Source: an optimization exercise on an open RTL-to-GDS flow (aim: small area). Production flows keep margins and buffers that such runs may drop.
In this exercise RTL edits were held to simulation tests only and were not proved equivalent to the original.
Power figures rest on the tool's default switching activity, not on a simulated workload.

==> flow/design.v <==
`default_nettype none
module fpga_config_loader #(
  parameter int          CFG_BITS  = 539,
  parameter logic [15:0] SYNC_WORD = 16'hA55A
) (
  input  logic                clock,
  input  logic                reset,
  input  logic                bs_data,
  input  logic                bs_valid,
  input  logic                abort,
  output logic [CFG_BITS-1:0] cfg_out,
  output logic                cfg_we,
  output logic                done,
  output logic                error,
  output logic                busy
);
  localparam int          CW         = 10;
  localparam logic [CW-1:0] C_START  = CW'((1 << CW) - CFG_BITS - 8);
  localparam logic [7:0]  C_CRC_POLY = 8'h07;
  logic [CFG_BITS-1:0] shadow_q;
  logic [7:0]          crc_q;
  logic [CW-1:0]       cnt_q;
  logic [CFG_BITS-1:0] cfg_n_q;      
  logic                cfg_clr_q;    
  logic                cfg_we_q, done_q, error_q, busy_q;
  logic [7:0] crc_next;
  logic       win_full, match, last_bit, crc_phase, commit, fail, cnt_inc;
  always_comb begin
    crc_next  = {crc_q[6:0], 1'b0} ^ ((crc_q[7] ^ bs_data) ? C_CRC_POLY : 8'h00);
    win_full  = (cnt_q[3:0] == 4'hF);
    crc_phase = &cnt_q[CW-1:3];
    match     = !busy_q && bs_valid && !abort && win_full &&
                ({shadow_q[14:0], !bs_data} == ~SYNC_WORD);
    last_bit  = busy_q && bs_valid && !abort && (&cnt_q);
    commit    = last_bit && (crc_next == 8'h00);
    fail      = last_bit && (crc_next != 8'h00);
    cnt_inc   = bs_valid && (busy_q || !win_full);
  end
  always_ff @(posedge clock) begin
    if (bs_valid && !crc_phase)
      shadow_q <= {shadow_q[CFG_BITS-2:0], !bs_data};
  end
  always_ff @(posedge clock) begin
    if (commit)
      cfg_n_q <= shadow_q;
  end
  always_ff @(posedge clock) begin
    if (bs_valid)
      crc_q <= busy_q ? crc_next : 8'h00;
  end
  always_ff @(posedge clock or posedge reset) begin
    if (reset) begin
      cnt_q     <= '0;
      cfg_clr_q <= 1'b1;
      cfg_we_q  <= 1'b0;
      done_q    <= 1'b0;
      error_q   <= 1'b0;
      busy_q    <= 1'b0;
    end else begin
      cfg_we_q <= commit;
      if (commit)
        cfg_clr_q <= 1'b0;
      if (abort) begin
        cnt_q   <= '0;
        busy_q  <= 1'b0;
        done_q  <= 1'b0;
        error_q <= 1'b0;
      end else if (match) begin
        cnt_q   <= C_START;
        busy_q  <= 1'b1;
        done_q  <= 1'b0;
        error_q <= 1'b0;
      end else begin
        if (cnt_inc)
          cnt_q <= cnt_q + CW'(1);
        if (last_bit)
          busy_q <= 1'b0;
        if (commit)
          done_q <= 1'b1;
        if (fail)
          error_q <= 1'b1;
      end
    end
  end
  assign cfg_out = ~(cfg_n_q | {CFG_BITS{cfg_clr_q}});
  assign cfg_we  = cfg_we_q;
  assign done    = done_q;
  assign error   = error_q;
  assign busy    = busy_q;
endmodule
`default_nettype wire
export LEC_CHECK = 0
export ABC_AREA = 1
export CAP_MARGIN = 20
export CORE_MARGIN = 2
export CORE_UTILIZATION = 65
export SLEW_MARGIN = 20
create_clock -name core_clock -period 5.0 [get_ports {clock}]
standard.sh (not shown) runs the stock make flow with config.mk's settings and CLKGATE_MAP_FILE= SYNTH_SCRIPT=/design/flow/synth_recipe.tcl, a recipe that flattens the netlist after the stock synthesis.
==> flow/flow/run.sh <==
#!/bin/bash
# Standard ORFS layout (the standard.sh), with buf_1 port buffers and a
# clock tree built from small clock buffers without dummy loads.
set -euo pipefail
export BUFFER_PORTS_ARGS="-buffer_cell sky130_fd_sc_hd__buf_1"
export CTS_ARGS="-sink_clustering_enable -repair_clock_nets -dont_use_dummy_load -buf_list {sky130_fd_sc_hd__clkbuf_4 sky130_fd_sc_hd__clkbuf_8} -root_buf sky130_fd_sc_hd__clkbuf_8 -sink_clustering_buffer sky130_fd_sc_hd__clkbuf_4 -sink_clustering_size 12 -sink_clustering_max_diameter 40"
bash standard.sh > standard.log 2>&1
Edit:
==> flow/flow/run.sh (replaced) <==
#!/bin/bash
# Standard ORFS layout, with smaller port buffers and a clock tree built from
# smaller clock buffers (no dummy loads). Everything else is the standard.sh.
set -euo pipefail
export BUFFER_PORTS_ARGS="-buffer_cell sky130_fd_sc_hd__buf_1"
export CTS_ARGS="-sink_clustering_enable -repair_clock_nets -dont_use_dummy_load -buf_list {sky130_fd_sc_hd__clkbuf_4 sky130_fd_sc_hd__clkbuf_8 sky130_fd_sc_hd__clkbuf_16}"
bash standard.sh > standard.log 2>&1
CORE_UTILIZATION = 40   (was 65)
=> The new run ran to the end with no violations. Final cell count increases by 14%. Sequential power is about the same. Power goes up by 22%. Register-to-register slack gets better by 0.03 ns.
Edit:
==> flow/flow/run.sh (replaced) <==
#!/bin/bash
# Standard ORFS layout (the standard.sh), with buf_1 port buffers and a
# clock tree built from small clock buffers without dummy loads.
set -euo pipefail
export BUFFER_PORTS_ARGS="-buffer_cell sky130_fd_sc_hd__buf_1"
export CTS_ARGS="-sink_clustering_enable -repair_clock_nets -dont_use_dummy_load -buf_list {sky130_fd_sc_hd__clkbuf_4 sky130_fd_sc_hd__clkbuf_8} -root_buf sky130_fd_sc_hd__clkbuf_8 -sink_clustering_buffer sky130_fd_sc_hd__clkbuf_4 -sink_clustering_size 10 -sink_clustering_max_diameter 35"
bash standard.sh > standard.log 2>&1
CORE_UTILIZATION = 70   (was 40)
The new run finished clean.
Synthesized area does not change.
Worst setup slack is worse by 0.22 ns.
Hold slack loses 0.12 ns.
Utilization goes up by 31 points.
Via count grows by 2.4%.
Non-clock buffer count decreases by 28.
Final cell count falls by 13%.
First-iteration DRC count climbs by 46%.
Sequential cell count does not change.
Clock skew came out higher by 0.012 ns.
Edit:
==> flow/flow/run.sh (replaced) <==
#!/bin/bash
# Standard ORFS layout (the standard.sh), with buf_1 port buffers and a
# clock tree built from small clock buffers without dummy loads.
set -euo pipefail
export BUFFER_PORTS_ARGS="-buffer_cell sky130_fd_sc_hd__buf_1"
export CTS_ARGS="-sink_clustering_enable -repair_clock_nets -dont_use_dummy_load -buf_list {sky130_fd_sc_hd__clkbuf_4 sky130_fd_sc_hd__clkbuf_8} -root_buf sky130_fd_sc_hd__clkbuf_8 -sink_clustering_buffer sky130_fd_sc_hd__clkbuf_8 -sink_clustering_size 20 -sink_clustering_max_diameter 50"
bash standard.sh > standard.log 2>&1
CORE_UTILIZATION = 65   (was 70)
What happened: Die area grows by a little under a tenth; synthesized cell count does not change; sequential power is about the same; global-route usage shrinks by 2.6 points.

* * *

fpga_config_loader, a different RTL version from the one above (not shown whole).
Size in the first run: ~550 I/O pins.
export LEC_CHECK = 0
export CAP_MARGIN = 20
export CORE_MARGIN = 2
export CORE_UTILIZATION = 40
export SLEW_MARGIN = 20
create_clock -name core_clock -period 5.0 [get_ports {clock}]
run.sh (not shown) runs the stock make flow with config.mk's settings and CLKGATE_MAP_FILE= SYNTH_SCRIPT=/design/flow/synth_recipe.tcl, a recipe that flattens the netlist after the stock synthesis.
Stock flow here: none of the scripts above is used.
Then changed:
--- a/flow/config.mk
+++ b/flow/config.mk
@@ -7,0 +8 @@
+export ABC_AREA = 1
The new run produced a clean layout.
Final area drops by 2.9%.
Setup slack gets worse by 81 ps.
Clock-buffer cell count falls by 11.
First-iteration DRC count came out higher by about 90%.
Routed wire length went up by about 8%.
Die area is lower by 3.6%.
Sequential share of layout area went up by 1.8 points.
Cell count is higher by 29%.
Non-clock buffer count shrinks by 2.
Via count rises by about 26%.
Worst hold slack stays flat.
Then changed:
==> flow/flow/run.sh (new file) <==
#!/bin/bash
# Standard ORFS layout (the standard.sh), with buf_1 port buffers and a
# clock tree built from small clock buffers without dummy loads.
set -euo pipefail
export BUFFER_PORTS_ARGS="-buffer_cell sky130_fd_sc_hd__buf_1"
export CTS_ARGS="-sink_clustering_enable -repair_clock_nets -dont_use_dummy_load -buf_list {sky130_fd_sc_hd__clkbuf_4 sky130_fd_sc_hd__clkbuf_8} -root_buf sky130_fd_sc_hd__clkbuf_8 -sink_clustering_buffer sky130_fd_sc_hd__clkbuf_8 -sink_clustering_size 20 -sink_clustering_max_diameter 50"
bash standard.sh > standard.log 2>&1
==> flow/standard.sh (new file) <==
#!/bin/bash
# synth_recipe.tcl (not shown) runs the flow's synth.tcl, then flattens the netlist and writes it again
# the make line also repeats each setting of config.mk as NAME=value (left out here)
make -C /OpenROAD-flow-scripts/flow DESIGN_CONFIG=/design/flow/config.mk WORK_HOME=/design/flow/orfs CLKGATE_MAP_FILE= SYNTH_SCRIPT=/design/flow/synth_recipe.tcl "${@:-finish}"
--- a/flow/config.mk
+++ b/flow/config.mk
@@ -11 +11 @@
-export CORE_UTILIZATION = 40
+export CORE_UTILIZATION = 65
removed: flow/run.sh
What happened: The new run finished clean. Fmax is lower by 1.3%. Wire length is lower by 7.9%. Area after synthesis does not change. Final area is lower by 14%. Worst setup slack got worse by 43 ps. Power is lower by 23%. Global-route usage is higher by 9.1 points. Sequential cell count does not change. Clock skew is higher by 66 ps.

static timing again, ports no longer ideal:
The results above use ideal ports. As a check the final layouts listed here were re-extracted and re-timed, cells and wires unchanged. Step 1 (the two cells are an assumption about what drives the block):
set clk [get_ports {clock}]
set_driving_cell -lib_cell sky130_fd_sc_hd__clkbuf_16 $clk
set_driving_cell -lib_cell sky130_fd_sc_hd__buf_2 [delete_from_list [all_inputs] $clk]
Step 2, shift: input delay + t, output delay - t, t = (earliest + latest rising clock arrival at the registers) / 2. This alone moves slack from input paths to output paths. Slacks: no drivers / after step 1 / after step 2; pairs: no drivers / after step 1.
| run | t (ns) | setup WS [ns] | worst slew at a driven data input, ns |
|---|---|---|---|
| the first run of note 1 | 0.725 | 1.298 / 1.239 / 1.398 | 0.06 |
| the second run of note 1 | 0.710 | 1.406 / 1.345 / 1.459 | 0.06 |
| the third run of note 1 | 0.801 | 1.181 / 1.123 / 1.329 | 0.07 |
| the fourth run of note 1 | 0.712 | 1.312 / 1.254 / 1.449 | 0.06 |
| the first run of note 2 | 0.737 | 1.785 / 1.824 / 1.087 | 0.06 |
| the second run of note 2 | 0.745 | 1.703 / 1.728 / 0.983 | 0.06 |
| the third run of note 2 | 0.738 | 1.660 / 1.641 / 0.903 | 0.08 |
After both steps every run listed still meets setup and hold. The setup slack of the third run of note 2, which loses most, moves by -0.019 ns with the drivers and by -0.757 ns with both steps.
